Context: an optimization exercise on an open-source flow, tuned for small area, a short achievable clock period and few clock cycles. The choices shown serve that exercise and are no tape-out recipe.
At most, simulation tests tie the RTL to the original design; equivalence was not proved.
For runs 6 and 7, only the layout was checked, not whether the RTL still works.

==> design/flow/design.v <==
package chirp_gen_pkg;
  localparam int CHIRP_TYPE_SIZE = 2;
  localparam logic [CHIRP_TYPE_SIZE-1:0] TYPE_UP    = 2'd0;
  localparam logic [CHIRP_TYPE_SIZE-1:0] TYPE_DOWN  = 2'd1;
  localparam logic [CHIRP_TYPE_SIZE-1:0] TYPE_QDOWN = 2'd2;
endpackage
module chirp_add #(
  parameter int W = 32
) (
  input  logic [W-1:0] a,
  input  logic [W-1:0] b,
  input  logic         ci,
  output logic [W-1:0] s
);
  logic [W-1:0] p0, g, p, gn, pn;
  always_comb begin
    p0 = a ^ b;
    g  = a & b;
    p  = p0;
    g[0] = g[0] | (p[0] & ci);
    for (int l = 1; l < W; l = l * 2) begin
      gn = g;
      pn = p;
      for (int i = 0; i < W; i++)
        if ((i / l) % 2 == 1) begin
          gn[i] = g[i] | (p[i] & g[(i / l) * l - 1]);
          pn[i] = p[i] & p[(i / l) * l - 1];
        end
      g = gn;
      p = pn;
    end
    s = p0 ^ {g[W-2:0], ci};
  end
endmodule
module chirp_freq_step #(
  parameter int PRECISION = 32
) (
  input  logic [PRECISION-1:0] freq,
  input  logic [PRECISION-1:0] d,
  input  logic [PRECISION-1:0] w,
  input  logic                 cin,
  input  logic                 k,
  input  logic                 up,
  input  logic                 use_test,    
  input  logic                 force_fold,  
  output logic [PRECISION-1:0] next_freq
);
  localparam int P = PRECISION;
  logic [P-1:0] s, t;
  logic [P-1:0] t_sum, t_car;
  logic [P:0]   x_a, x_b, x_c, x_sum, x_car, x;
  logic         ovf;
  logic         fold;
  always_comb begin
    t_sum = freq ^ d ^ w;
    t_car = {(freq[P-2:0] & d[P-2:0]) | (freq[P-2:0] & w[P-2:0]) | (d[P-2:0] & w[P-2:0]), k};
    x_a   = {freq[P-1], freq};
    x_b   = {d[P-1], d};
    x_c   = {up, up, w[P-1:1]};
    x_sum = x_a ^ x_b ^ x_c;
    x_car = {(x_a[P-1:0] & x_b[P-1:0]) | (x_a[P-1:0] & x_c[P-1:0]) | (x_b[P-1:0] & x_c[P-1:0]), 1'b1};
  end
  chirp_add #(.W(P))   u_s (.a(freq),  .b(d),     .ci(cin),  .s(s));
  chirp_add #(.W(P))   u_t (.a(t_sum), .b(t_car), .ci(1'b0), .s(t));
  chirp_add #(.W(P+1)) u_x (.a(x_sum), .b(x_car), .ci(1'b0), .s(x));
  always_comb begin
    ovf  = (freq[P-1] == d[P-1]) && (s[P-1] != freq[P-1]);
    fold = use_test ? (up ^ x[P] ^ ovf) : force_fold;
    next_freq = fold ? t : s;
  end
endmodule
import chirp_gen_pkg::*;
module chirp_gen #(
  parameter int PRECISION = 32,
  parameter int SYM_W     = 12
) (
  input  logic                       clk,
  input  logic                       rst,
  input  logic                       sym_valid,
  output logic                       sym_ready,
  input  logic [SYM_W-1:0]           sym_value,
  input  logic [CHIRP_TYPE_SIZE-1:0] chirp_type,
  input  logic [3:0]                 sf,
  input  logic [PRECISION-1:0]       bw_sr,
  input  logic [PRECISION-1:0]       phase_inc,
  input  logic [PRECISION-1:0]       symbol_size,
  output logic                       out_valid,
  input  logic                       out_ready,
  output logic [PRECISION-1:0]       phase_out,
  output logic [PRECISION-1:0]       freq_out,
  output logic                       sym_done
);
  localparam int P  = PRECISION;
  localparam int MB = P - SYM_W;    
  logic          st_mul;    
  logic          st_sub;    
  logic          st_run;    
  logic          up_r;      
  logic          cin_r;     
  logic [P-1:0]  w_r;       
  logic [P-1:0]  d_r;       
  logic [P-1:0]  cnt_r;     
  logic          shifting;
  logic          m_last;
  logic          cnt_one;
  logic          size_zero;
  logic          req_up;
  logic          beat;
  logic          start;
  logic          mult;
  logic          accept;
  logic [P-1:0]  next_freq;
  logic [P-1:0]  cnt_dec;
  logic [P-1:0]  phase_sum;
  chirp_add #(.W(P)) u_phase (.a(phase_out), .b(freq_out), .ci(1'b0), .s(phase_sum));
  chirp_add #(.W(P)) u_cnt   (.a(cnt_r), .b('1), .ci(1'b0), .s(cnt_dec));
  always_comb begin
    shifting  = (cnt_r[3:0] != 4'd0);
    m_last    = (cnt_r[P-1:MB+1] == '0);
    cnt_one   = (cnt_r == P'(1));
    size_zero = (symbol_size == '0);
    req_up    = (chirp_type == TYPE_UP);
    beat      = st_run && out_ready;
    start     = sym_valid && ((!st_mul && !st_sub && !st_run) || (beat && cnt_one));
    mult      = st_mul && !shifting;
    accept    = st_sub && sym_valid;
  end
  chirp_freq_step #(
    .PRECISION (P)
  ) u_freq_step (
    .freq       (freq_out),
    .d          (d_r),
    .w          (w_r),
    .cin        (cin_r),
    .k          (cin_r || up_r),
    .up         (up_r),
    .use_test   (st_run),
    .force_fold (st_mul && cnt_r[MB]),
    .next_freq  (next_freq)
  );
  always_ff @(posedge clk or posedge rst) begin
    if (rst) begin
      st_mul    <= 1'b0;
      st_sub    <= 1'b0;
      st_run    <= 1'b0;
      up_r      <= 1'b0;
      cin_r     <= 1'b0;
      sym_ready <= 1'b0;
      out_valid <= 1'b0;
      sym_done  <= 1'b0;
      phase_out <= '0;
    end else begin
      sym_done <= 1'b0;
      if (beat) begin
        phase_out <= phase_sum;
        if (cnt_one) begin
          out_valid <= 1'b0;
          sym_done  <= 1'b1;
          st_run    <= 1'b0;
        end
      end
      if (start) begin
        up_r      <= 1'b0;
        cin_r     <= !req_up;
        sym_ready <= !req_up;
        st_mul    <= req_up;
        st_sub    <= !req_up;
      end
      if (mult && m_last) begin
        cin_r     <= 1'b1;
        sym_ready <= 1'b1;
        st_mul    <= 1'b0;
        st_sub    <= 1'b1;
      end
      if (accept) begin
        up_r      <= req_up;
        cin_r     <= !req_up;
        sym_ready <= 1'b0;
        st_sub    <= 1'b0;
        if (size_zero) begin
          sym_done  <= 1'b1;
        end else begin
          out_valid <= 1'b1;
          st_run    <= 1'b1;
        end
      end
    end
  end
  always_ff @(posedge clk) begin
    if (beat) begin
      freq_out <= next_freq;
      cnt_r    <= cnt_dec;
    end
    if (start) begin
      w_r   <= bw_sr;
      cnt_r <= {sym_value, {(MB-4){1'b0}}, sf};
      if (req_up) begin
        freq_out <= '0;
        d_r      <= '0;
      end else begin
        freq_out <= {1'b0, bw_sr[P-1:1]};
        d_r      <= ~phase_inc;
      end
    end
    if (st_mul) begin
      if (shifting) begin
        w_r        <= {1'b0, w_r[P-1:1]};
        cnt_r[3:0] <= cnt_dec[3:0];
      end else begin
        freq_out       <= next_freq;
        w_r            <= {w_r[P-2:0], 1'b0};
        cnt_r[P-1:MB]  <= {1'b0, cnt_r[P-1:MB+1]};
        if (m_last) d_r <= ~{1'b0, bw_sr[P-1:1]};
      end
    end
    if (accept) begin
      freq_out <= next_freq;
      cnt_r    <= symbol_size;
      if (req_up) begin
        w_r <= ~bw_sr;
        d_r <= phase_inc;
      end
    end
  end
endmodule
==> design/flow/flow/run.sh <==
#!/bin/bash
# Standard layout, with plain buf_1 cells as the port buffers.
export BUFFER_PORTS_ARGS="-buffer_cell sky130_fd_sc_hd__buf_1"
bash standard.sh > standard.log 2>&1
==> design/flow/standard.sh <==
#!/bin/bash
# synth_recipe.tcl (not shown) runs the flow's synth.tcl, then flattens the netlist and writes it again
# the make line also repeats each setting of config.mk as NAME=value (left out here)
make -C /OpenROAD-flow-scripts/flow DESIGN_CONFIG=/design/flow/config.mk WORK_HOME=/design/flow/orfs CLKGATE_MAP_FILE= SYNTH_SCRIPT=/design/flow/synth_recipe.tcl "${@:-finish}"
==> design/flow/config.mk <==
export PLATFORM = sky130hd
export DESIGN_NAME = chirp_gen
export DESIGN_NICKNAME = chirp_gen
export VERILOG_FILES = /design/flow/design.v
export SDC_FILE = /design/flow/constraint.sdc
export NUM_CORES = 4
export LEC_CHECK = 0
export CAP_MARGIN = 20
export CORE_MARGIN = 2
export CORE_UTILIZATION = 50
export CTS_BUF_LIST = sky130_fd_sc_hd__clkbuf_4 sky130_fd_sc_hd__clkbuf_8
export PLACE_DENSITY = 0.75
export SETUP_SLACK_MARGIN = 5
export SLEW_MARGIN = 20
==> design/flow/constraint.sdc <==
create_clock -name core_clock -period 9.0 [get_ports {clk}]
set_input_delay 1.8000 -clock core_clock [delete_from_list [all_inputs] [get_ports {clk}]]
set_output_delay 1.8000 -clock core_clock [all_outputs]
set_load 0.01 [all_outputs]
==> results of run 1 <==
-- metal layers --
metal | up-vias | global-route usage, % | wire (um) | share of wire [%]
li1 | 6603 | - | - | -
met1 | 6640 | 38.2 | 18800 | 44
met2 | 570 | 45.5 | 19800 | 46
met3 | 77 | 4.37 | 3240 | 7.6
met4 | 0 | 8.54 | 897 | 2.1
met5 | - | 0 | 0 | 0
-- sequential cells by signal (all words and copies together), names as in the netlist, 32 cells and up --
signal / count
freq_out: 32
d_r: 32
cnt_r: 32
phase_out: 32
w_r: 32
-- repair_timing --
| item | 4_1_cts | 5_1_grt |
|---|---|---|
| setup buffers | 2 | 5 |
| pin swaps | 2 | 3 |
| hold buffers | 0 | 0 |
| gates resized for setup | 16 | 30 |
| cloned | 0 | 1 |
| hold endpoints to repair | 0 | 0 |
| setup endpoints to repair | 31 | 61 |
-- critical path, delay by kind of cell, from the launching register on --
kind                     cells  cell delay, ns
AND/OR/NAND/NOR              2            0.51
AO/OA/AOI/OAI                7            1.67
adder cells (fa/ha/maj)      2            0.83
buffers and inverters        3            0.33
flip-flops                   1            0.40
-- cell type report --
cell class / instances / area, um^2 / area share (%)
Antenna cell: 2 / 5.00 / 0.0311
Clock inverter: 15 / 181 / 1.13
Multi-Input combinational cell: 1399 / 10200 / 63.4
Timing Repair Buffer: 206 / 897 / 5.58
Sequential cell: 167 / 3730 / 23.2
Clock buffer: 17 / 234 / 1.45
Tap cell: 384 / 480 / 2.99
Inverter: 96 / 360 / 2.24
-- synth_stat cells, types with 50 or more instances --
library cell,n,share of area [%]
nand2_1,183,4.7
nor2_1,180,4.7
o21ai_0,167,5.8
ha_1,128,11
a21oi_1,127,4.4
dfxtp_1,112,15
inv_1,96,2.5
clkbuf_1,86,2.2
fa_1,79,11
xnor2_1,54,3.3
a21o_1,50,2.6
-- kinds of logic after synthesis --
family,after synthesis,synth area share (%)
AO/OA/AOI/OAI,588,26.0
AND/OR/NAND/NOR,508,15.6
adder cells (fa/ha/maj),207,21.9
buffers and inverters,193,5.26
flip-flops,167,25.5
XOR/XNOR,90,5.43
multiplexers,5,0.345
-- worst paths after layout --
kind | cells past startpoint | slack, ns | end
min in group asynchronous | 2 | 1.28 | phase_out[17]
worst min register to register | 2 | 0.52 | phase_out[6]
worst max register to register | 14 | 5.10 | freq_out[8]
worst min-delay path | 2 | 0.52 | phase_out[6]
worst max-delay path | 14 | 5.10 | freq_out[8]
max in group asynchronous | 3 | 7.21 | up_r
-- per-stage QoR --
stage,setup slack [ns],instances,cell area (um^2),util (%)
after CTS,5.02,2277,15900,55.6
after floorplan,5.22,1758,14500,-
after detailed placement,4.46,2243,15400,53.9
after global routing,4.90,2284,16100,56.2
final,5.10,2286,16100,56.2
after global placement,4.67,2243,15400,53.9
==> summary.txt, run 1 <==
outcome - finished clean
Final Critical Period - 3.90 ns
most frequent CP cell - inv_1
Data required, critical path - 9.36 ns
Root Buffer - clkbuf_8
die area - 30400 um^2
drt first pass iters - 5
post-synthesis cell type count - 67
# Max-Cap Violations - 0
latest clock arrival within the worst-skew pair - 0.50 ns
Area growth, synth to finish - 10.8%
Core Region - 28600 um^2
# port buffers - 184
worst path arrival time - 4.26 ns
Worst setup EP type - flop
total grt overflow - 0
Vias/cell - 6.08
initial antenna violation count - 2
Fin Clk Skew - 0.0255 ns
critical path launch point - d_r[10]
most frequent cells in the layout - buf_1 (184), nand2_1 (181), nor2_1 (177)
Hold Startpoint - phase_out[6]
all-layer global routing usage - 27.9%
TritonCTS buffer count - 17
first-pass GRT wire length - 68.6 mm
setup TNS - 0 ns
worst hold slack - 0.522 ns
asr flop ratio synth - 23.4%
unrepaired setup endpoints after global routing - yes
post-route antenna net violation count - 0
sequential share of the synthesized area - 25.5%
share of layout cells above drive strength 1 - 5.63%
# rows - 62
cell area after synthesis - 14500 um^2
H-tree depth - 4
CTS tree - yes
DRC errors left - 0
final setup vio count - 0
maximum clock path buffer count - 2
EDFF count, synth - 16
crit-path cells - inv_1 -> fa_1 -> inv_1 -> ha_1 -> a21oi_1 -> nand2_1 -> a2111oi_2 -> a21boi_2 -> or3_1 -> a22o_1 -> a31o_4 -> buf_12 -> a211oi_1 -> a31oi_1
hold crit path type - reg2reg
Post-Syn Nets - 2083
Detailed Place HPWL - 31.0 mm
FILL cells - 2663
Crit path largest cell delay - 0.51 ns
Ys Warns - 4
pin count of the biggest net entering global routing - 125
FF+latch count, synth - 167
# IOs - 185
Cells after Synth - 1758
gpl congestion - 0.913
reg2reg start - d_r[10]
CP max FO - 39
DR vias - 13900
Final Cycle Share - 43.4%
Die W - 174 um
Slew Limit Fails - 0
vias in the first global route - 13300
Sink Count - 167
nets - 2212
Routed WL per cell - 18.7 um
final wirelength - 42.7 mm
f_max - 256 MHz
CP startpoint kind - flop
prevailing post-synth register cell - dfxtp_1
initial DRC count - 1336
syn avg cell area - 8.26 um^2
final hold violation count - 0
clk slew on worst S/H paths - 0.12 ns
most common cell after layout, fill and taps aside - buf_1
Worst path slowest cell - fa_1
DIE HEIGHT - 174 um
worst setup path class - reg2reg
Worst slew margin - 36.3%
Starting Density - 50.7%
Least-Margin Pin Slew - 0.956 ns
Testbench counts, summed over its fixed seeds: cycles 66,504.
==> inputs of run 2 (changes only) <==
--- a/design/flow/config.mk
+++ b/design/flow/config.mk
@@ -11,3 +11,2 @@
 export CTS_BUF_LIST = sky130_fd_sc_hd__clkbuf_4 sky130_fd_sc_hd__clkbuf_8
-export PLACE_DENSITY = 0.75
 export SETUP_SLACK_MARGIN = 5
==> summary.txt, run 2 <==
first-pass GRT wire length - 70.4 mm (was 68.6 mm)
H-tree depth - 4 (unchanged)
Worst path slowest cell - fa_1 (unchanged)
Vias/cell - 5.91 (was 6.08)
Crit path largest cell delay - 0.53 ns (was 0.51 ns)
Synth top area share - 15.4% (unchanged)
FF-to-FF path depth - 14 (unchanged)
# Max-Cap Violations - 0 (unchanged)
sequential share of the synthesized area - 25.5% (unchanged)
crit-path cells - inv_1 -> fa_1 -> inv_1 -> ha_1 -> and4_1 -> o211ai_1 -> a2111oi_1 -> a21boi_1 -> o21ai_0 -> a22o_1 -> a31o_4 -> buf_8 -> a211oi_1 -> a31oi_1 (was inv_1 -> fa_1 -> inv_1 -> ha_1 -> a21oi_1 -> nand2_1 -> a2111oi_2 -> a21boi_2 -> or3_1 -> a22o_1 -> a31o_4 -> buf_12 -> a211oi_1 -> a31oi_1)
all-layer global routing usage - 29.2% (was 27.9%)
cell area after synthesis - 14500 um^2 (unchanged)
Synth area leader - dfxtp_1 (unchanged)
post-synthesis cell type count - 67 (unchanged)
top area cells in the synthesized netlist - dfxtp_1 (15%), ha_1 (11%), fa_1 (11%), dfrtp_1 (6.7%), o21ai_0 (5.8%) (unchanged)
Post-Place Cells - 2242 (was 2243)
EDFF count, synth - 16 (unchanged)
Ys Warns - 4 (unchanged)
final wirelength - 44.0 mm (was 42.7 mm)
Post-Syn Nets - 2083 (unchanged)
initial antenna violation count - 2 (unchanged)
syn avg cell area - 8.26 um^2 (unchanged)
Slew Limit Fails - 0 (unchanged)
Worst setup EP type - flop (unchanged)
Final Cycle Share - 42.8% (was 43.4%)
total grt overflow - 0 (unchanged)
Core Region - 28600 um^2 (unchanged)
Die W - 174 um (unchanged)
most frequent cells in the layout - buf_1 (184), nand2_1 (180), nor2_1 (177) (was buf_1 (184), nand2_1 (181), nor2_1 (177))
Area growth, synth to finish - 10.1% (was 10.8%)
Routed WL per cell - 19.3 um (was 18.7 um)
# rows - 62 (unchanged)
count leader, synth - nand2_1 (unchanged)
outcome - finished clean (unchanged)
Least-Margin Pin Slew - 0.977 ns (was 0.956 ns)
DRC errors left - 0 (unchanged)
prevailing post-synth register cell - dfxtp_1 (unchanged)
Synth top cells by count - nand2_1 (183), nor2_1 (180), o21ai_0 (167) (unchanged)
Buf+Inv Stages, Crit Path - 3 (unchanged)
post-route antenna net violation count - 0 (unchanged)
Final Critical Period - 3.85 ns (was 3.90 ns)
unrepaired setup endpoints after global routing - no (was yes)
cell family with most CP delay - compound AO/OA/AOI/OAI gates (unchanged)
Sink Count - 167 (unchanged)
vias in the first global route - 13100 (was 13300)
Starting Density - 50.7% (unchanged)
drt first pass iters - 5 (unchanged)
latest clock arrival within the worst-skew pair - 0.50 ns (about the same)
# IOs - 185 (unchanged)
setup TNS - 0 ns (unchanged)
FF+latch count, synth - 167 (unchanged)
initial DRC count - 959 (was 1336)
CP max FO - 30 (was 39)
f_max - 260 MHz (was 256 MHz)
WHS Path Cells - 2 (unchanged)
asr flop ratio synth - 23.4% (unchanged)
most frequent CP cell - inv_1 (unchanged)
final std cells w/o fill - 2282 (was 2286)
final hold violation count - 0 (unchanged)
Data required, critical path - 9.33 ns (was 9.36 ns)
Fin Clk Skew - 0.0239 ns (was 0.0255 ns)
worst path arrival time - 4.18 ns (was 4.26 ns)
# port buffers - 184 (unchanged)
maximum clock path buffer count - 2 (unchanged)
pin count of the biggest net entering global routing - 144 (was 125)
worst setup path class - reg2reg (unchanged)
nets - 2209 (was 2212)
Root Buffer - clkbuf_8 (unchanged)
WP depth - 14 (unchanged)
Detailed Place HPWL - 32.5 mm (was 31.0 mm)
TritonCTS buffer count - 17 (unchanged)
most common cell after layout, fill and taps aside - buf_1 (unchanged)
DR vias - 13500 (was 13900)
die area - 30400 um^2 (unchanged)
hold crit path type - reg2reg (unchanged)
CP startpoint kind - flop (unchanged)
Worst slew margin - 34.9% (was 36.3%)
CTS tree - yes (unchanged)
Cells after Synth - 1758 (unchanged)
gpl congestion - 0.880 (was 0.913)
clk slew on worst S/H paths - 0.11 ns (was 0.12 ns)
share of layout cells above drive strength 1 - 5.27% (was 5.63%)
FILL cells - 2800 (was 2663)
DIE HEIGHT - 174 um (unchanged)
final setup vio count - 0 (unchanged)
## run 2: path summary, 6_finish.rpt
check                      slack [ns]           from             to
hold / removal                   0.52  phase_out[20]  phase_out[20]
hold reg to reg                  0.52  phase_out[20]  phase_out[20]
min in group asynchronous        1.49            rst  phase_out[13]
setup reg to reg                 5.15   freq_out[22]    freq_out[2]
setup / recovery                 5.15   freq_out[22]    freq_out[2]
max in group asynchronous        6.88            rst   phase_out[0]
## run 2: layer usage
layer	global-route usage, %	up-vias	routed length [um]
li1	-	6596	-
met2	48.5	386	20900
met3	4.11	76	2310
met4	10.3	2	1420
met5	0	-	12
met1	38.9	6417	19400
## run 2: cell families (layout without fill, tap and decap cells)
| logic type | after synthesis | in the layout | synth area share (%) |
|---|---|---|---|
| xor+xnor | 90 | 90 | 5.43 |
| mux | 5 | 5 | 0.345 |
| other cells | 0 | 1 | 0 |
| flops | 167 | 167 | 25.5 |
| fa+ha+maj | 207 | 207 | 21.9 |
| simple gates | 508 | 508 | 15.6 |
| buf+inv | 193 | 332 | 5.26 |
| compound gates | 588 | 588 | 26.0 |
## run 2: final cells by class
class | instances | area [um^2] | share of cell area (%)
Multi-Input combinational cell | 1398 | 10200 | 63.7
Sequential cell | 167 | 3720 | 23.3
Timing Repair Buffer | 204 | 873 | 5.46
Tap cell | 384 | 480 | 3.01
Inverter | 96 | 360 | 2.25
Clock buffer | 17 | 234 | 1.46
Clock inverter | 15 | 131 | 0.822
Antenna cell | 1 | 2.50 | 0.0157
## run 2: worst register-to-register path, stage by stage (launching register included)
cell       delay, ns
dfxtp_1         0.46
inv_1           0.10
fa_1            0.53
inv_1           0.04
ha_1            0.30
and4_1          0.23
o211ai_1        0.12
a2111oi_1       0.42
a21boi_1        0.28
o21ai_0         0.15
a22o_1          0.29
a31o_4          0.27
buf_8           0.19
a211oi_1        0.26
a31oi_1         0.06
## run 2: per-stage QoR
step / cell area (um^2) / worst slack, ns / hold slack [ns] / util [%]
floorplan: 14500 / 5.22 / 0.524 / -
global placement: 15400 / 4.36 / 0.497 / 53.9
detailed placement: 15400 / 4.30 / 0.501 / 53.9
CTS: 15900 / 5.00 / 0.520 / 55.6
global route: 16000 / 5.00 / 0.554 / 55.9
finish: 16000 / 5.15 / 0.516 / 55.9
## run 2: timing repair
action                     CTS  global route
cloned                       0             0
pin swaps                    2             2
hold buffers                 0             0
setup endpoints to repair   32            36
setup buffers                3             4
resized for setup           18            20
==> inputs of run 3 (changes only) <==
--- a/design/flow/config.mk
+++ b/design/flow/config.mk
@@ -9,3 +9,3 @@
 export CORE_MARGIN = 2
-export CORE_UTILIZATION = 50
+export CORE_UTILIZATION = 45
 export CTS_BUF_LIST = sky130_fd_sc_hd__clkbuf_4 sky130_fd_sc_hd__clkbuf_8
==> summary.txt, run 3 <==
share of layout cells above drive strength 1 - 5.79% (was 5.27%)
die area - 33700 um^2 (was 30400 um^2)
setup TNS - 0 ns (unchanged)
CTS tree - yes (unchanged)
FF+latch count, synth - 167 (unchanged)
total grt overflow - 0 (unchanged)
Core Region - 31600 um^2 (was 28600 um^2)
f_max - 258 MHz (was 260 MHz)
DIE HEIGHT - 184 um (was 174 um)
H-tree depth - 4 (unchanged)
Final Util - 50.9% (was 55.9%)
DR vias - 13600 (was 13500)
Vias/cell - 5.89 (was 5.91)
initial DRC count - 948 (was 959)
latest clock arrival within the worst-skew pair - 0.52 ns (was 0.50 ns)
Worst path slowest cell - a221oi_1 (was fa_1)
most frequent cells in the layout - buf_1 (184), nand2_1 (180), nor2_1 (177) (unchanged)
Starting Density - 45.9% (was 50.7%)
final setup vio count - 0 (unchanged)
Data required, critical path - 9.38 ns (was 9.33 ns)
Synth top cells by count - nand2_1 (183), nor2_1 (180), o21ai_0 (167) (unchanged)
crit-path cells - fa_1 -> ha_1 -> a21o_1 -> a221o_1 -> a31o_2 -> a221oi_1 -> a21o_1 -> a21oi_1 -> o211ai_1 -> mux2i_1 -> xnor2_1 -> o22ai_1 (was inv_1 -> fa_1 -> inv_1 -> ha_1 -> and4_1 -> o211ai_1 -> a2111oi_1 -> a21boi_1 -> o21ai_0 -> a22o_1 -> a31o_4 -> buf_8 -> a211oi_1 -> a31oi_1)
Final Critical Period - 3.88 ns (was 3.85 ns)
r2r setup slk - 5.12 ns (was 5.15 ns)
Fin Clk Skew - 0.0261 ns (was 0.0239 ns)
cts hold-fix bufs - 0 (unchanged)
clk slew on worst S/H paths - 0.11 ns (about the same)
sequential share of the synthesized area - 25.5% (unchanged)
Buf+Inv Stages, Crit Path - 0 (was 3)
worst path arrival time - 4.26 ns (was 4.18 ns)
Compound-Gate Fraction of Synth Area - 26.0% (unchanged)
final wirelength - 44.4 mm (was 44.0 mm)
DP Worst Slack - 4.35 ns (was 4.30 ns)
Ys Warns - 4 (unchanged)
initial antenna violation count - 1 (was 2)
WHS Path Cells - 2 (unchanged)
maximum clock path buffer count - 2 (unchanged)
Root Buffer - clkbuf_8 (unchanged)
cell family with most CP delay - compound AO/OA/AOI/OAI gates (unchanged)
count leader, synth - nand2_1 (unchanged)
Ant. Diodes - 0 (was 1)
asr flop ratio synth - 23.4% (unchanged)
all-layer global routing usage - 26.9% (was 29.2%)
cell area after synthesis - 14500 um^2 (unchanged)
top area cells in the synthesized netlist - dfxtp_1 (15%), ha_1 (11%), fa_1 (11%), dfrtp_1 (6.7%), o21ai_0 (5.8%) (unchanged)
FF-to-FF path depth - 12 (was 14)
vias in the first global route - 13300 (was 13100)
post-synthesis cell type count - 67 (unchanged)
outcome - finished clean (unchanged)
Slew Limit Fails - 0 (unchanged)
# IOs - 185 (unchanged)
Least-Margin Pin Slew - 0.949 ns (was 0.977 ns)
Hold Startpoint - phase_out[24] (was phase_out[20])
xor-xnor portion of the synthesized cell area - 5.43% (unchanged)
gpl congestion - 0.858 (was 0.880)
Die W - 184 um (was 174 um)
Area growth, synth to finish - 10.9% (was 10.1%)
worst flop-to-flop path endpoint - freq_out[31] (was freq_out[2])
Hold EP - phase_out[24] (was phase_out[20])
drt first pass iters - 5 (unchanged)
most common cell after layout, fill and taps aside - buf_1 (unchanged)
nets - 2212 (was 2209)
Synth area leader - dfxtp_1 (unchanged)
mux cell area share after synthesis - 0.345% (unchanged)
first-pass GRT wire length - 71.6 mm (was 70.4 mm)
EDFF count, synth - 16 (unchanged)
final std cells w/o fill - 2302 (was 2282)
worst setup path class - reg2reg (unchanged)
Final Cycle Share - 43.1% (was 42.8%)
syn avg cell area - 8.26 um^2 (unchanged)
worst setup margin - 5.12 ns (was 5.15 ns)
Crit path largest cell delay - 0.57 ns (was 0.53 ns)
Sink Count - 167 (unchanged)
DRC errors left - 0 (unchanged)
Worst slew margin - 36.7% (was 34.9%)
Cells after Synth - 1758 (unchanged)
reg2reg start - freq_out[21] (was freq_out[22])
TritonCTS buffer count - 17 (unchanged)
CP max FO - 6 (was 30)
prevailing post-synth register cell - dfxtp_1 (unchanged)
pin count of the biggest net entering global routing - 77 (was 144)
post-route antenna net violation count - 0 (unchanged)
Routed WL per cell - 19.3 um (about the same)
# rows - 65 (was 62)
# Max-Cap Violations - 0 (unchanged)
Post-Syn Nets - 2083 (unchanged)
unrepaired setup endpoints after global routing - no (unchanged)
CP startpoint kind - flop (unchanged)
# port buffers - 184 (unchanged)
Synth top area share - 15.4% (unchanged)
adder-cell share of the synthesized area - 21.9% (unchanged)
Detailed Place HPWL - 32.2 mm (was 32.5 mm)
most frequent CP cell - a21o_1 (was inv_1)
hold crit path type - reg2reg (unchanged)
Synth Area in Simple Gates - 15.6% (unchanged)
main combinational cell family by area after synthesis - compound AO/OA/AOI/OAI gates (unchanged)
Worst setup EP type - flop (unchanged)
final hold violation count - 0 (unchanged)
Post-Place Cells - 2264 (was 2242)
[run 3: cells by family (layout without fill, tap and decap cells)]
family,count (synthesis),in the layout
AOI/OAI and AO/OA,588,588
xor gates and xnor gates,90,90
DFF,167,167
muxes,5,5
adders and majority gates,207,207
buffers and inverters,193,335
and+or+nand+nor,508,508
[run 3: layout make-up]
cell class                      count  area, um^2
Fill cell                        3077       15500
Multi-Input combinational cell   1398       10200
Sequential cell                   167        3730
Timing Repair Buffer              207         896
Tap cell                          402         503
Inverter                           96         360
Clock buffer                       17         234
Clock inverter                     15         158
[run 3: worst max path at each step]
stage	startpoint	end	slack [ns]	depth (start not counted)
after CTS	freq_out[12]	freq_out[2]	5.00	14
after global placement	freq_out[10]	freq_out[31]	4.39	14
after floorplan	freq_out[0]	freq_out[22]	5.22	13
final	freq_out[21]	freq_out[31]	5.12	12
after detailed placement	freq_out[10]	freq_out[31]	4.35	14
after global routing	freq_out[8]	freq_out[4]	5.00	14
[run 3: repair_timing]
item	CTS	global route
setup endpoints to repair	40	39
cloned	0	0
gates resized for setup	28	24
pin swaps	2	4
setup buffers	4	1
[run 3: metrics by stage]
stage | cell area, um^2 | hold slack [ns]
detailed placement | 15500 | 0.505
finish | 16100 | 0.519
CTS | 16000 | 0.529
global placement | 15500 | 0.492
floorplan | 14500 | 0.524
global route | 16100 | 0.547
[run 3: routing by layer]
metal  wire length (um)  track usage [%]
met2              20100             43.1
met5                 12                0
met3               2770             4.93
met1              20600             37.0
met4                892             7.87
[run 3: tightest hold or removal path: cells and delay by family, from the launching register on]
kind	cells	cell delay (ns)
AO/OA/AOI/OAI	1	0.06
flip-flops	1	0.38
AND/OR/NAND/NOR	1	0.05
==> inputs of run 4 (changes only) <==
--- a/design/flow/config.mk
+++ b/design/flow/config.mk
@@ -9,3 +9,3 @@
 export CORE_MARGIN = 2
-export CORE_UTILIZATION = 45
+export CORE_UTILIZATION = 55
 export CTS_BUF_LIST = sky130_fd_sc_hd__clkbuf_4 sky130_fd_sc_hd__clkbuf_8
==> summary.txt, run 4 <==
# Max-Cap Violations - 0 (unchanged)
Ant. Diodes - 0 (unchanged)
drt first pass iters - 6 (was 5)
EDFF count, synth - 16 (unchanged)
f_max - 259 MHz (was 258 MHz)
reg2reg start - freq_out[0] (was freq_out[21])
post-synthesis cell type count - 67 (unchanged)
adder-cell share of the synthesized area - 21.9% (unchanged)
Synth top cells by count - nand2_1 (183), nor2_1 (180), o21ai_0 (167) (unchanged)
all-layer global routing usage - 31.3% (was 26.9%)
WHS Path Cells - 2 (unchanged)
FILL cells - 2394 (was 3077)
worst setup path class - in2reg (was reg2reg)
gpl congestion - 0.871 (was 0.858)
final hold violation count - 0 (unchanged)
xor-xnor portion of the synthesized cell area - 5.43% (unchanged)
die area - 27700 um^2 (was 33700 um^2)
Starting Density - 55.9% (was 45.9%)
asr flop ratio synth - 23.4% (unchanged)
top area cells in the synthesized netlist - dfxtp_1 (15%), ha_1 (11%), fa_1 (11%), dfrtp_1 (6.7%), o21ai_0 (5.8%) (unchanged)
vias in the first global route - 12900 (was 13300)
Data required, critical path - 9.36 ns (was 9.38 ns)
Ys Warns - 4 (unchanged)
Core Region - 26000 um^2 (was 31600 um^2)
outcome - finished clean (unchanged)
Fin Clk Skew - 0.0270 ns (was 0.0261 ns)
# port buffers - 184 (unchanged)
# IOs - 185 (unchanged)
Vias/cell - 6.11 (was 5.89)
hold crit path type - reg2reg (unchanged)
final setup vio count - 0 (unchanged)
FF-to-FF path depth - 13 (was 12)
Routed WL per cell - 19.6 um (was 19.3 um)
prevailing post-synth register cell - dfxtp_1 (unchanged)
Worst slew margin - 34.8% (was 36.7%)
maximum clock path buffer count - 2 (unchanged)
worst flop-to-flop path endpoint - freq_out[22] (was freq_out[31])
DIE HEIGHT - 166 um (was 184 um)
DP Worst Slack - 4.07 ns (was 4.35 ns)
Compound-Gate Fraction of Synth Area - 26.0% (unchanged)
Synth Area in Simple Gates - 15.6% (unchanged)
Hold EP - phase_out[18] (was phase_out[24])
sequential share of the synthesized area - 25.5% (unchanged)
mux cell area share after synthesis - 0.345% (unchanged)
TritonCTS buffer count - 17 (unchanged)
unrepaired setup endpoints after global routing - no (unchanged)
clk slew on worst S/H paths - 0.11 ns (about the same)
Final Critical Period - 3.86 ns (was 3.88 ns)
Synth area leader - dfxtp_1 (unchanged)
cell area after synthesis - 14500 um^2 (unchanged)
DRC errors left - 0 (unchanged)
CTS tree - yes (unchanged)
Area growth, synth to finish - 10.3% (was 10.9%)
syn avg cell area - 8.26 um^2 (unchanged)
Hold Startpoint - phase_out[18] (was phase_out[24])
Final Cycle Share - 42.9% (was 43.1%)
initial DRC count - 1157 (was 948)
latest clock arrival within the worst-skew pair - 0.50 ns (was 0.52 ns)
main combinational cell family by area after synthesis - compound AO/OA/AOI/OAI gates (unchanged)
Detailed Place HPWL - 31.3 mm (was 32.2 mm)
worst path arrival time - 4.22 ns (was 4.26 ns)
Post-Syn Nets - 2083 (unchanged)
DR vias - 13700 (was 13600)
CP startpoint kind - input port (was flop)
Worst setup EP type - flop (unchanged)
initial antenna violation count - 1 (unchanged)
most common cell after layout, fill and taps aside - buf_1 (unchanged)
worst setup margin - 5.14 ns (was 5.12 ns)
FF+latch count, synth - 167 (unchanged)
final wirelength - 43.7 mm (was 44.4 mm)
Synth top area share - 15.4% (unchanged)
multi-input logic area - 10200 um^2 (about the same)
Root Buffer - clkbuf_8 (unchanged)
Die W - 166 um (was 184 um)
count leader, synth - nand2_1 (unchanged)
share of layout cells above drive strength 1 - 6.00% (was 5.79%)
post-route antenna net violation count - 0 (unchanged)
Least-Margin Pin Slew - 0.978 ns (was 0.949 ns)
Cells after Synth - 1758 (unchanged)
setup TNS - 0 ns (unchanged)
nets - 2212 (unchanged)
pin count of the biggest net entering global routing - 89 (was 77)
total grt overflow - 0 (unchanged)
first-pass GRT wire length - 69.9 mm (was 71.6 mm)
most frequent cells in the layout - buf_1 (184), nand2_1 (180), nor2_1 (177) (unchanged)
CP max FO - 20 (was 6)
Slew Limit Fails - 0 (unchanged)
H-tree depth - 4 (unchanged)
# rows - 59 (was 65)
r2r setup slk - 5.17 ns (was 5.12 ns)
Sink Count - 167 (unchanged)
FF+latch area - 3730 um^2 (about the same)
-- run 4: cell counts after synthesis --
Identical to the previous run, type by type.
-- run 4: worst max path at each step --
stage                         to    startpoint  slack [ns]
floorplan           freq_out[22]   freq_out[0]        5.22
global placement    freq_out[21]  freq_out[10]        4.18
detailed placement  freq_out[19]  freq_out[10]        4.07
CTS                 freq_out[19]  freq_out[22]        4.99
finish              freq_out[25]     sym_valid        5.14
global route        freq_out[22]        d_r[0]        5.00
-- run 4: kinds of logic (layout without fill, tap and decap cells) --
| family | count (synthesis) | after routing |
|---|---|---|
| AND/OR/NAND/NOR | 508 | 508 |
| AO/OA/AOI/OAI | 588 | 589 |
| buffers and inverters | 193 | 334 |
| multiplexers | 5 | 5 |
| adder cells (fa/ha/maj) | 207 | 207 |
| flip-flops | 167 | 167 |
| XOR/XNOR | 90 | 90 |
-- run 4: per-layer routing --
| metal | up-vias | global-route usage [%] | wire length, um |
|---|---|---|---|
| met1 | 6501 | 42.9 | 19200 |
| met3 | 71 | 3.73 | 2300 |
| met2 | 465 | 51.5 | 20800 |
| met4 | 0 | 10.8 | 1380 |
| met5 | - | 0 | 0 |
| li1 | 6615 | - | - |
-- run 4: repair_timing --
item,in CTS,in global routing
endpoints found under the setup margin,50,43
setup buffers,4,2
cloned,1,0
pin swaps,3,4
hold buffers,0,0
resized for setup,20,31
-- run 4: worst max-delay path: stages --
cell and delay [ns]:
buf_1 0.15, nand2_1 0.57, nand2_2 0.50, buf_4 0.38, a21oi_1 0.61, o22ai_1 0.19
-- run 4: area by class of cell --
cell class              count  share of cell area, %
clock buffers              17                   1.46
inverters                  96                   2.25
well taps                 335                   2.62
flip-flops and latches    167                   23.3
repair buffers            206                   5.54
multi-input cells        1399                   63.8
clock inverters            15                   1.09
-- run 4: through the flow --
stage	util [%]	cell area (um^2)	hold WS, ns	std cells
finish	61.6	16000	0.524	2235
floorplan	-	14500	0.524	1758
global placement	59.2	15400	0.495	2196
detailed placement	59.2	15400	0.502	2196
CTS	61.2	15900	0.527	2233
global route	61.6	16000	0.561	2235
==> inputs of run 5 (changes only) <==
==> design/flow/flow/run.sh (replaced) <==
#!/bin/bash
# Standard layout, with plain buf_1 cells as the port buffers and timing
# repair aiming 5.5 ns below the clock period.
export BUFFER_PORTS_ARGS="-buffer_cell sky130_fd_sc_hd__buf_1"
bash standard.sh SETUP_SLACK_MARGIN=5.5 finish > standard.log 2>&1
--- a/design/flow/config.mk
+++ b/design/flow/config.mk
@@ -9,3 +9,3 @@
 export CORE_MARGIN = 2
-export CORE_UTILIZATION = 55
+export CORE_UTILIZATION = 50
 export CTS_BUF_LIST = sky130_fd_sc_hd__clkbuf_4 sky130_fd_sc_hd__clkbuf_8
==> summary.txt, run 5 <==
# port buffers - 184 (unchanged)
CTS tree - yes (unchanged)
Hold EP - phase_out[0] (was phase_out[18])
Final Cycle Share - 41.2% (was 42.9%)
multi-input logic area - 10600 um^2 (was 10200 um^2)
Synth area leader - dfxtp_1 (unchanged)
Routed WL per cell - 20.5 um (was 19.6 um)
sequential share of the synthesized area - 25.5% (unchanged)
vias in the first global route - 13400 (was 12900)
final hold violation count - 0 (unchanged)
count leader, synth - nand2_1 (unchanged)
CP max FO - 11 (was 20)
pin count of the biggest net entering global routing - 125 (was 89)
die area - 30400 um^2 (was 27700 um^2)
final wirelength - 47.5 mm (was 43.7 mm)
Data required, critical path - 9.36 ns (about the same)
worst path arrival time - 4.06 ns (was 4.22 ns)
Synth top cells by count - nand2_1 (183), nor2_1 (180), o21ai_0 (167) (unchanged)
CP startpoint kind - flop (was input port)
Synth top area share - 15.4% (unchanged)
f_max - 270 MHz (was 259 MHz)
prevailing post-synth register cell - dfxtp_1 (unchanged)
hold crit path type - reg2reg (unchanged)
first-pass GRT wire length - 72.8 mm (was 69.9 mm)
Final Critical Period - 3.71 ns (was 3.86 ns)
r2r setup slk - 5.29 ns (was 5.17 ns)
initial DRC count - 972 (was 1157)
Worst slew margin - 36.3% (was 34.8%)
Worst path slowest cell - dfxtp_1 (was a21oi_1)
EDFF count, synth - 16 (unchanged)
Detailed Place HPWL - 31.8 mm (was 31.3 mm)
cts hold-fix bufs - 0 (unchanged)
all-layer global routing usage - 30.4% (was 31.3%)
most common cell after layout, fill and taps aside - buf_1 (unchanged)
worst setup path class - reg2reg (was in2reg)
asr flop ratio synth - 23.4% (unchanged)
Fin Clk Skew - 0.0145 ns (was 0.0270 ns)
DRC errors left - 0 (unchanged)
final setup vio count - 0 (unchanged)
post-synthesis cell type count - 67 (unchanged)
share of layout cells above drive strength 1 - 11.4% (was 6.00%)
worst flop-to-flop path endpoint - freq_out[8] (was freq_out[22])
cell area after synthesis - 14500 um^2 (unchanged)
# Max-Cap Violations - 0 (unchanged)
FF+latch count, synth - 167 (unchanged)
outcome - finished clean (unchanged)
DIE HEIGHT - 174 um (was 166 um)
# rows - 62 (was 59)
crit-path cells - fa_1 -> ha_1 -> nand4_1 -> nor3_1 -> a22oi_1 -> a21boi_2 -> or3_1 -> a22o_4 -> a31o_4 -> buf_16 -> a211oi_2 -> a31oi_1 (was buf_1 -> nand2_1 -> nand2_2 -> buf_4 -> a21oi_1 -> o22ai_1)
H-tree depth - 4 (unchanged)
FILL cells - 2698 (was 2394)
reg2reg start - freq_out[11] (was freq_out[0])
TritonCTS buffer count - 17 (unchanged)
syn avg cell area - 8.26 um^2 (unchanged)
Hold Startpoint - phase_out[0] (was phase_out[18])
nets - 2242 (was 2212)
Cells after Synth - 1758 (unchanged)
setup TNS - 0 ns (unchanged)
FF+latch area - 3780 um^2 (was 3730 um^2)
Slew Limit Fails - 0 (unchanged)
WHS Path Cells - 2 (unchanged)
total grt overflow - 0 (unchanged)
unrepaired setup endpoints after global routing - yes (was no)
maximum clock path buffer count - 2 (unchanged)
Least-Margin Pin Slew - 0.956 ns (was 0.978 ns)
DR vias - 14000 (was 13700)
initial antenna violation count - 1 (unchanged)
Sink Count - 167 (unchanged)
drt first pass iters - 5 (was 6)
DP Worst Slack - 4.50 ns (was 4.07 ns)
latest clock arrival within the worst-skew pair - 0.52 ns (was 0.50 ns)
Area growth, synth to finish - 16.3% (was 10.3%)
top area cells in the synthesized netlist - dfxtp_1 (15%), ha_1 (11%), fa_1 (11%), dfrtp_1 (6.7%), o21ai_0 (5.8%) (unchanged)
clk slew on worst S/H paths - 0.10 ns (was 0.11 ns)
gpl congestion - 0.869 (was 0.871)
Ys Warns - 4 (unchanged)
Starting Density - 50.7% (was 55.9%)
Die W - 174 um (was 166 um)
post-route antenna net violation count - 0 (unchanged)
Crit path largest cell delay - 0.58 ns (was 0.61 ns)
Worst setup EP type - flop (unchanged)
Root Buffer - clkbuf_8 (unchanged)
worst setup margin - 5.29 ns (was 5.14 ns)
Post-Syn Nets - 2083 (unchanged)
Vias/cell - 6.05 (was 6.11)
FF-to-FF path depth - 12 (was 13)
most frequent cells in the layout - buf_1 (184), nand2_1 (180), nor2_1 (166) (was buf_1 (184), nand2_1 (180), nor2_1 (177))
# IOs - 185 (unchanged)
Core Region - 28600 um^2 (was 26000 um^2)
run 5: changes by cell type in the layout (fill, tap and decap cells not counted), moves of 5 or more:
cell,change
dfxtp_4,+8
a21oi_1,-7
nor2_4,+8
inv_8,-5
dfxtp_2,+17
o21ai_2,+7
o21ai_0,-5
buf_4,+20
nor2_1,-11
dfxtp_1,-25
a21oi_2,+6
run 5: worst max-delay path by stage:
stage	start	end	slack [ns]
floorplan	freq_out[20]	freq_out[2]	5.50
CTS	cin_r	freq_out[31]	5.30
global placement	out_ready	cnt_r[29]	4.58
detailed placement	out_ready	cnt_r[30]	4.50
global route	freq_out[12]	freq_out[27]	5.18
finish	freq_out[11]	freq_out[8]	5.29
run 5: per-stage QoR:
step / utilization (%) / area, um^2 / std cells / hold slack, ns
finish: 59.0 / 16900 / 2315 / 0.521
global route: 59.0 / 16900 / 2315 / 0.559
CTS: 57.5 / 16500 / 2296 / 0.525
detailed placement: 54.0 / 15500 / 2242 / 0.503
global placement: 54.0 / 15500 / 2242 / 0.495
floorplan: - / 14500 / 1758 / 0.524
run 5: final cells by class:
| class | instances | area share (%) |
|---|---|---|
| diodes | 1 | 0.0148 |
| clock buffers | 17 | 1.39 |
| clock inverters | 15 | 1.13 |
| inverters | 96 | 2.13 |
| multi-input cells | 1399 | 62.5 |
| flip-flops and latches | 167 | 22.4 |
| well taps | 384 | 2.85 |
| repair buffers | 236 | 7.58 |
run 5: layer usage:
| layer | track usage (%) | up-vias | part of all wire, % |
|---|---|---|---|
| met4 | 11.9 | 0 | 3.7 |
| met5 | 0 | - | 0 |
| met1 | 39.5 | 6767 | 42 |
| li1 | - | 6670 | - |
| met2 | 50.7 | 494 | 48 |
| met3 | 5.01 | 84 | 6.4 |
run 5: kinds of logic (layout without fill, tap and decap cells):
family	count (synthesis)	in the layout	synth area share (%)
buffers and inverters	193	364	5.26
AOI/OAI and AO/OA	588	589	26.0
xor gates and xnor gates	90	90	5.43
DFF	167	167	25.5
adders and majority gates	207	207	21.9
other	0	1	0
and+or+nand+nor	508	508	15.6
muxes	5	5	0.345
run 5: repair_timing:
item,4_1_cts,5_1_grt
resized for setup,107,60
cloned,4,4
buffers inserted,18,14
setup endpoints to repair,134,68
pin swaps,18,32
run 5: worst max-delay path: cells and delay by family, from the launching register on:
kind            cells  cell delay, ns
flops               1            0.58
simple gates        3            0.64
compound gates      6            1.28
fa+ha+maj           2            0.83
buf+inv             1            0.20
==> inputs of run 6 (changes only) <==
--- a/design/flow/design.v
+++ b/design/flow/design.v
@@ -122,2 +122,4 @@
     req_up    = (chirp_type == TYPE_UP);
+    out_valid = st_run;
+    sym_ready = st_sub;
     beat      = st_run && out_ready;
@@ -147,4 +149,2 @@
       cin_r     <= 1'b0;
-      sym_ready <= 1'b0;
-      out_valid <= 1'b0;
       sym_done  <= 1'b0;
@@ -156,3 +156,2 @@
         if (cnt_one) begin
-          out_valid <= 1'b0;
           sym_done  <= 1'b1;
@@ -164,3 +163,2 @@
         cin_r     <= !req_up;
-        sym_ready <= !req_up;
         st_mul    <= req_up;
@@ -170,3 +168,2 @@
         cin_r     <= 1'b1;
-        sym_ready <= 1'b1;
         st_mul    <= 1'b0;
@@ -177,3 +174,2 @@
         cin_r     <= !req_up;
-        sym_ready <= 1'b0;
         st_sub    <= 1'b0;
@@ -182,3 +178,2 @@
         end else begin
-          out_valid <= 1'b1;
           st_run    <= 1'b1;
==> design/flow/flow/run.sh (replaced) <==
#!/bin/bash
# Standard layout, with plain buf_1 cells as the port buffers.
export BUFFER_PORTS_ARGS="-buffer_cell sky130_fd_sc_hd__buf_1"
bash standard.sh > standard.log 2>&1
==> summary.txt, run 6 <==
count leader, synth - nand2_1 (unchanged)
initial antenna violation count - 1 (unchanged)
post-route antenna net violation count - 0 (unchanged)
Vias/cell - 5.98 (was 6.05)
Slew Limit Fails - 0 (unchanged)
setup TNS - 0 ns (unchanged)
prevailing post-synth register cell - dfxtp_1 (unchanged)
total grt overflow - 0 (unchanged)
Final Cycle Share - 44.1% (was 41.2%)
vias in the first global route - 13400 (about the same)
Post-Place Cells - 2219 (was 2242)
share of layout cells above drive strength 1 - 7.03% (was 11.4%)
pin count of the biggest net entering global routing - 70 (was 125)
Synth top area share - 15.4% (about the same)
Core Region - 28700 um^2 (was 28600 um^2)
Cells after Synth - 1729 (was 1758)
worst path arrival time - 4.38 ns (was 4.06 ns)
Root Buffer - clkbuf_8 (unchanged)
Detailed Place HPWL - 32.5 mm (was 31.8 mm)
Worst slew margin - 37.1% (was 36.3%)
sequential share of the synthesized area - 25.3% (was 25.5%)
global-route track usage on met3 - 4.83% (was 5.01%)
H-tree depth - 4 (unchanged)
Die W - 175 um (was 174 um)
Fin Clk Skew - 0.0257 ns (was 0.0145 ns)
final std cells w/o fill - 2264 (was 2315)
EDFF count, synth - 16 (unchanged)
final setup vio count - 0 (unchanged)
CP startpoint kind - flop (unchanged)
FF+latch count, synth - 166 (was 167)
Routed WL per cell - 19.9 um (was 20.5 um)
DRC errors left - 0 (unchanged)
nets - 2191 (was 2242)
# rows - 62 (unchanged)
cell area after synthesis - 14500 um^2 (about the same)
final wirelength - 45.1 mm (was 47.5 mm)
Synth area leader - dfxtp_1 (unchanged)
unrepaired setup endpoints after global routing - yes (unchanged)
first-pass GRT wire length - 72.3 mm (was 72.8 mm)
clk slew on worst S/H paths - 0.10 ns (about the same)
most frequent cells in the layout - buf_1 (184), nand2_1 (169), nor2_1 (161) (was buf_1 (184), nand2_1 (180), nor2_1 (166))
# Max-Cap Violations - 0 (unchanged)
worst hold slack - 0.522 ns (was 0.521 ns)
Final Util - 56.4% (was 59.0%)
maximum clock path buffer count - 2 (unchanged)
Data required, critical path - 9.41 ns (was 9.36 ns)
CTS tree - yes (unchanged)
initial DRC count - 964 (was 972)
TritonCTS buffer count - 17 (unchanged)
met2 GRT Util - 48.1% (was 50.7%)
Placement Cell Area - 15500 um^2 (about the same)
final hold violation count - 0 (unchanged)
drt first pass iters - 8 (was 5)
CP max FO - 5 (was 11)
top area cells in the synthesized netlist - dfxtp_1 (15%), ha_1 (11%), fa_1 (11%), dfrtp_1 (6.5%), o21ai_0 (4.6%) (was dfxtp_1 (15%), ha_1 (11%), fa_1 (11%), dfrtp_1 (6.7%), o21ai_0 (5.8%))
outcome - finished clean (unchanged)
worst setup path class - reg2reg (unchanged)
most common cell after layout, fill and taps aside - buf_1 (unchanged)
Area growth, synth to finish - 11.3% (was 16.3%)
die area - 30500 um^2 (was 30400 um^2)
DR vias - 13500 (was 14000)
# port buffers - 184 (unchanged)
# IOs - 185 (unchanged)
asr flop ratio synth - 22.9% (was 23.4%)
gpl congestion - 0.888 (was 0.869)
latest clock arrival within the worst-skew pair - 0.51 ns (was 0.52 ns)
GRT met1 Usage - 41.4% (was 39.5%)
r2r setup slk - 5.03 ns (was 5.29 ns)
f_max - 252 MHz (was 270 MHz)
Final Critical Period - 3.97 ns (was 3.71 ns)
all-layer global routing usage - 29.9% (was 30.4%)
post-route cell area - 16200 um^2 (was 16900 um^2)
Least-Margin Pin Slew - 0.942 ns (was 0.956 ns)
Post-Syn Nets - 2054 (was 2083)
Sink Count - 166 (was 167)
hold crit path type - reg2reg (unchanged)
Starting Density - 50.7% (about the same)
Synth top cells by count - nand2_1 (171), nor2_1 (164), o21ai_0 (135) (was nand2_1 (183), nor2_1 (180), o21ai_0 (167))
Most Crowded Layer GR - met2 (unchanged)
post-synthesis cell type count - 74 (was 67)
DIE HEIGHT - 175 um (was 174 um)
Ys Warns - 4 (unchanged)
Worst setup EP type - flop (unchanged)
syn avg cell area - 8.41 um^2 (was 8.26 um^2)
run 6: changes by cell type after synthesis, moves of 16 or more:
| cell | delta |
|---|---|
| a22oi_1 | +20 |
| mux2i_1 | +26 |
| nor2_1 | -16 |
| o21ai_0 | -32 |
| a21o_1 | -17 |
| a32oi_1 | -19 |
| a21oi_1 | -19 |
run 6: layout make-up:
type                       instances  area (um^2)
fill                            2755        12500
multi-input combinational       1374        10300
sequential                       166         3720
timing repair buffer             211          917
tap                              384          480
inverter                          96          360
clock buffer                      18          241
clock inverter                    14          140
antenna                            1         2.50
run 6: cell families after synthesis:
kind of cell             after synthesis  synth area share [%]
AO/OA/AOI/OAI                        553                  24.8
AND/OR/NAND/NOR                      483                  14.9
adder cells (fa/ha/maj)              207                  21.9
buffers and inverters                190                  5.02
flip-flops                           166                  25.3
XOR/XNOR                              96                  5.78
multiplexers                          34                  2.37
run 6: critical path: stages, from the launching register on:
cell and delay, ns:
dfxtp_1 0.51, fa_1 0.48, ha_1 0.33, nand4_1 0.18, or4_4 0.60, a211oi_4 0.22
nor4b_4 0.30, or4b_4 0.20, nand3_2 0.12, o211a_4 0.33, buf_4 0.17, mux2_1 0.32
o22ai_2 0.13
run 6: path summary, 6_finish.rpt:
kind,from,to,cells after the start
max,w_r[30],freq_out[25],12
min,phase_out[19],phase_out[19],2
max reg2reg,w_r[30],freq_out[25],12
min reg2reg,phase_out[19],phase_out[19],2
max in group asynchronous,rst,phase_out[19],3
min in group asynchronous,rst,phase_out[7],2
run 6: repair_timing:
item	4_1_cts	5_1_grt
hold buffers	0	0
gates cloned	0	1
gates resized for setup	26	33
endpoints found under the setup margin	33	32
buffers inserted	6	4
pin swaps	6	11
run 6: metal layers:
metal  vias up  routed length [um]
li1       6530                   -
met1      6541               20700
met2       406               20800
met3        67                2650
met4         0                1010
met5         -                   0
run 6: through the flow:
step                worst slack [ns]
CTS                             5.01
floorplan                       5.20
finish                          5.03
global route                    4.87
global placement                3.95
detailed placement              3.86
==> inputs of run 7 (changes only) <==
--- a/design/flow/design.v
+++ b/design/flow/design.v
@@ -123,3 +123,2 @@
     out_valid = st_run;
-    sym_ready = st_sub;
     beat      = st_run && out_ready;
@@ -127,3 +126,4 @@
     mult      = st_mul && !shifting;
-    accept    = st_sub && sym_valid;
+    sym_ready = st_sub || (mult && m_last);
+    accept    = sym_ready && sym_valid;
   end
@@ -162,3 +162,3 @@
         up_r      <= 1'b0;
-        cin_r     <= !req_up;
+        cin_r     <= 1'b1;
         st_mul    <= req_up;
@@ -166,6 +166,5 @@
       end
-      if (mult && m_last) begin
-        cin_r     <= 1'b1;
-        st_mul    <= 1'b0;
-        st_sub    <= 1'b1;
+      if (mult) begin
+        cin_r     <= 1'b0;
+        if (m_last) st_mul <= 1'b0;
       end
@@ -174,2 +173,3 @@
         cin_r     <= !req_up;
+        st_mul    <= 1'b0;
         st_sub    <= 1'b0;
@@ -192,3 +192,3 @@
       if (req_up) begin
-        freq_out <= '0;
+        freq_out <= ~{1'b0, bw_sr[P-1:1]};
         d_r      <= '0;
@@ -207,3 +207,2 @@
         cnt_r[P-1:MB]  <= {1'b0, cnt_r[P-1:MB+1]};
-        if (m_last) d_r <= ~{1'b0, bw_sr[P-1:1]};
       end
==> summary.txt, run 7 <==
Synth area leader - dfxtp_1 (unchanged)
CP max FO - 61 (was 5)
asr flop ratio synth - 22.9% (unchanged)
sequential share of the synthesized area - 25.0% (was 25.3%)
final wirelength - 46.6 mm (was 45.1 mm)
latest clock arrival within the worst-skew pair - 0.51 ns (about the same)
Worst setup EP type - flop (unchanged)
Routed WL per cell - 20.3 um (was 19.9 um)
# Max-Cap Violations - 0 (unchanged)
Slew Limit Fails - 0 (unchanged)
initial DRC count - 1009 (was 964)
Starting Density - 51.0% (was 50.7%)
total grt overflow - 0 (unchanged)
post-route antenna net violation count - 0 (unchanged)
maximum clock path buffer count - 2 (unchanged)
Data required, critical path - 9.37 ns (was 9.41 ns)
hold crit path type - reg2reg (unchanged)
final hold violation count - 0 (unchanged)
all-layer global routing usage - 29.6% (was 29.9%)
clk slew on worst S/H paths - 0.10 ns (about the same)
top area cells in the synthesized netlist - dfxtp_1 (15%), ha_1 (11%), fa_1 (11%), dfrtp_1 (6.5%), nor2_1 (5.5%) (was dfxtp_1 (15%), ha_1 (11%), fa_1 (11%), dfrtp_1 (6.5%), o21ai_0 (4.6%))
Ant. Diodes - 0 (was 1)
Root Buffer - clkbuf_8 (unchanged)
Vias/cell - 5.99 (was 5.98)
worst path arrival time - 4.31 ns (was 4.38 ns)
outcome - finished clean (unchanged)
Core Region - 28800 um^2 (was 28700 um^2)
EDFF count, synth - 16 (unchanged)
Synth top cells by count - nor2_1 (215), nand2_1 (168), ha_1 (128) (was nand2_1 (171), nor2_1 (164), o21ai_0 (135))
DR vias - 13700 (was 13500)
most common cell after layout, fill and taps aside - nor2_1 (was buf_1)
share of layout cells above drive strength 1 - 10.4% (was 7.03%)
cell area after synthesis - 14700 um^2 (was 14500 um^2)
Worst slew margin - 29.5% (was 37.1%)
Final Critical Period - 3.94 ns (was 3.97 ns)
# port buffers - 184 (unchanged)
Ys Warns - 4 (unchanged)
Die W - 175 um (about the same)
CP startpoint kind - input port (was flop)
# rows - 62 (unchanged)
first-pass GRT wire length - 71.4 mm (was 72.3 mm)
Post-Syn Nets - 2075 (was 2054)
unrepaired setup endpoints after global routing - yes (unchanged)
gpl congestion - 0.880 (was 0.888)
Fin Clk Skew - 0.0324 ns (was 0.0257 ns)
DIE HEIGHT - 175 um (about the same)
pin count of the biggest net entering global routing - 93 (was 70)
syn avg cell area - 8.38 um^2 (was 8.41 um^2)
CTS tree - yes (unchanged)
# IOs - 185 (unchanged)
Area growth, synth to finish - 13.8% (was 11.3%)
DRC errors left - 0 (unchanged)
setup TNS - 0 ns (unchanged)
Sink Count - 166 (unchanged)
prevailing post-synth register cell - dfxtp_1 (unchanged)
post-synthesis cell type count - 77 (was 74)
vias in the first global route - 12800 (was 13400)
f_max - 254 MHz (was 252 MHz)
Final Cycle Share - 43.8% (was 44.1%)
die area - 30700 um^2 (was 30500 um^2)
FF+latch count, synth - 166 (unchanged)
worst setup path class - in2reg (was reg2reg)
count leader, synth - nor2_1 (was nand2_1)
drt first pass iters - 6 (was 8)
Least-Margin Pin Slew - 1.05 ns (was 0.942 ns)
nets - 2225 (was 2191)
H-tree depth - 4 (unchanged)
initial antenna violation count - 0 (was 1)
Detailed Place HPWL - 32.5 mm (about the same)
final setup vio count - 0 (unchanged)
TritonCTS buffer count - 17 (unchanged)
Synth top area share - 15.3% (was 15.4%)
most frequent cells in the layout - nor2_1 (213), buf_1 (183), nand2_1 (166) (was buf_1 (184), nand2_1 (169), nor2_1 (161))
Cells after Synth - 1750 (was 1729)
## run 7: changes by cell type in the layout (fill, tap and decap cells not counted), moves of 21 or more
| cell | change |
|---|---|
| a21oi_1 | -22 |
| a22oi_1 | -24 |
| dfxtp_1 | -21 |
| nor2_1 | +52 |
| o21ai_0 | -22 |
| xnor2_1 | +29 |
## run 7: area by class of cell
type	instances	area, um^2
Inverter	98	368
Sequential cell	166	3770
Fill cell	2729	12100
Multi-Input combinational cell	1391	10500
Clock inverter	14	164
Tap cell	384	480
Timing Repair Buffer	226	1170
Clock buffer	18	241
## run 7: worst paths after layout
kind	cells past startpoint	end	slack, ns	from
min in group asynchronous	3	phase_out[11]	1.40	rst
max in group asynchronous	3	st_mul	7.18	rst
worst min register to register	2	phase_out[10]	0.51	phase_out[10]
worst max register to register	16	freq_out[1]	5.10	freq_out[13]
worst min-delay path	2	phase_out[10]	0.51	phase_out[10]
worst max-delay path	9	d_r[31]	5.06	out_ready
## run 7: layer usage
layer	track usage, %	up-vias	wire length, um
li1	-	6576	-
met1	42.9	6645	21800
met2	45.9	469	20800
met3	5.24	58	3140
met4	7.26	0	784
met5	0	-	0
## run 7: worst max-delay path, stage by stage
cell and delay (ns):
buf_1 0.23, and3_1 0.24, nand4_1 0.18, o31ai_4 0.27
and2_4 0.30, buf_8 0.36, nor2_4 0.21, buf_4 0.30
a221o_1 0.38
## run 7: cell families after synthesis
| kind of cell | Yosys count | share of synthesized area (%) |
|---|---|---|
| XOR/XNOR | 122 | 7.28 |
| flip-flops | 166 | 25.0 |
| multiplexers | 23 | 1.67 |
| AO/OA/AOI/OAI | 495 | 22.5 |
| adder cells (fa/ha/maj) | 207 | 21.7 |
| AND/OR/NAND/NOR | 541 | 16.5 |
| buffers and inverters | 196 | 5.33 |
## run 7: through the flow
stage          utilization, %  hold WS (ns)  instance area (um^2)  worst slack (ns)  std cells
2_1_floorplan               -         0.501                 14700              5.25       1750
4_1_cts                  56.7         0.522                 16300              4.93       2282
3_3_place_gp             54.1         0.495                 15600              4.16       2234
5_1_grt                  58.0         0.543                 16700              4.95       2297
6_report                 58.0         0.515                 16700              5.06       2297
3_5_place_dp             54.1         0.497                 15600              4.07       2234
## run 7: timing repair
item / 4_1_cts / 5_1_grt
hold buffers: 0 / 0
gates resized for setup: 61 / 66
endpoints found under the hold margin: 0 / 0
endpoints found under the setup margin: 72 / 69
pin swaps: 11 / 23
setup buffers: 12 / 10
cloned: 4 / 4

what the ideal ports hide:
Ports are ideal in the flow. The routed layouts listed here were re-timed in OpenROAD.
Step 1 assumes that a clkbuf_16 drives the clock port and a buf_2 every other input.
Step 2, shift: input delay + t, output delay - t, t = (earliest + latest rising clock arrival at the registers) / 2. This alone moves slack from input paths to output paths.
a / b / c = ideal / step 1 / step 2; a / b = the first two.
run | t (ns) | setup slack, ns | latest minus earliest clock arrival (ns) | worst register clock-pin slew, ns
run 1 | 0.536 | 5.097 / 5.097 / 4.738 | 0.026 / 0.025 | 0.13 / 0.13
run 2 | 0.534 | 5.147 / 5.147 / 4.763 | 0.023 / 0.024 | 0.12 / 0.12
run 3 | 0.561 | 5.118 / 5.118 / 4.743 | 0.026 / 0.027 | 0.12 / 0.12
run 4 | 0.538 | 5.142 / 5.167 / 4.630 | 0.027 / 0.027 | 0.13 / 0.13
run 5 | 0.562 | 5.293 / 5.293 / 4.927 | 0.014 / 0.015 | 0.11 / 0.11
run 6 | 0.544 | 5.029 / 5.029 / 4.541 | 0.026 / 0.026 | 0.11 / 0.11
run 7 | 0.540 | 5.061 / 5.034 / 4.541 | 0.033 / 0.032 | 0.12 / 0.12
After both steps every run listed still meets setup and hold. The setup slack of run 7, which loses most, moves by -0.027 ns with the drivers and by -0.520 ns with both steps.
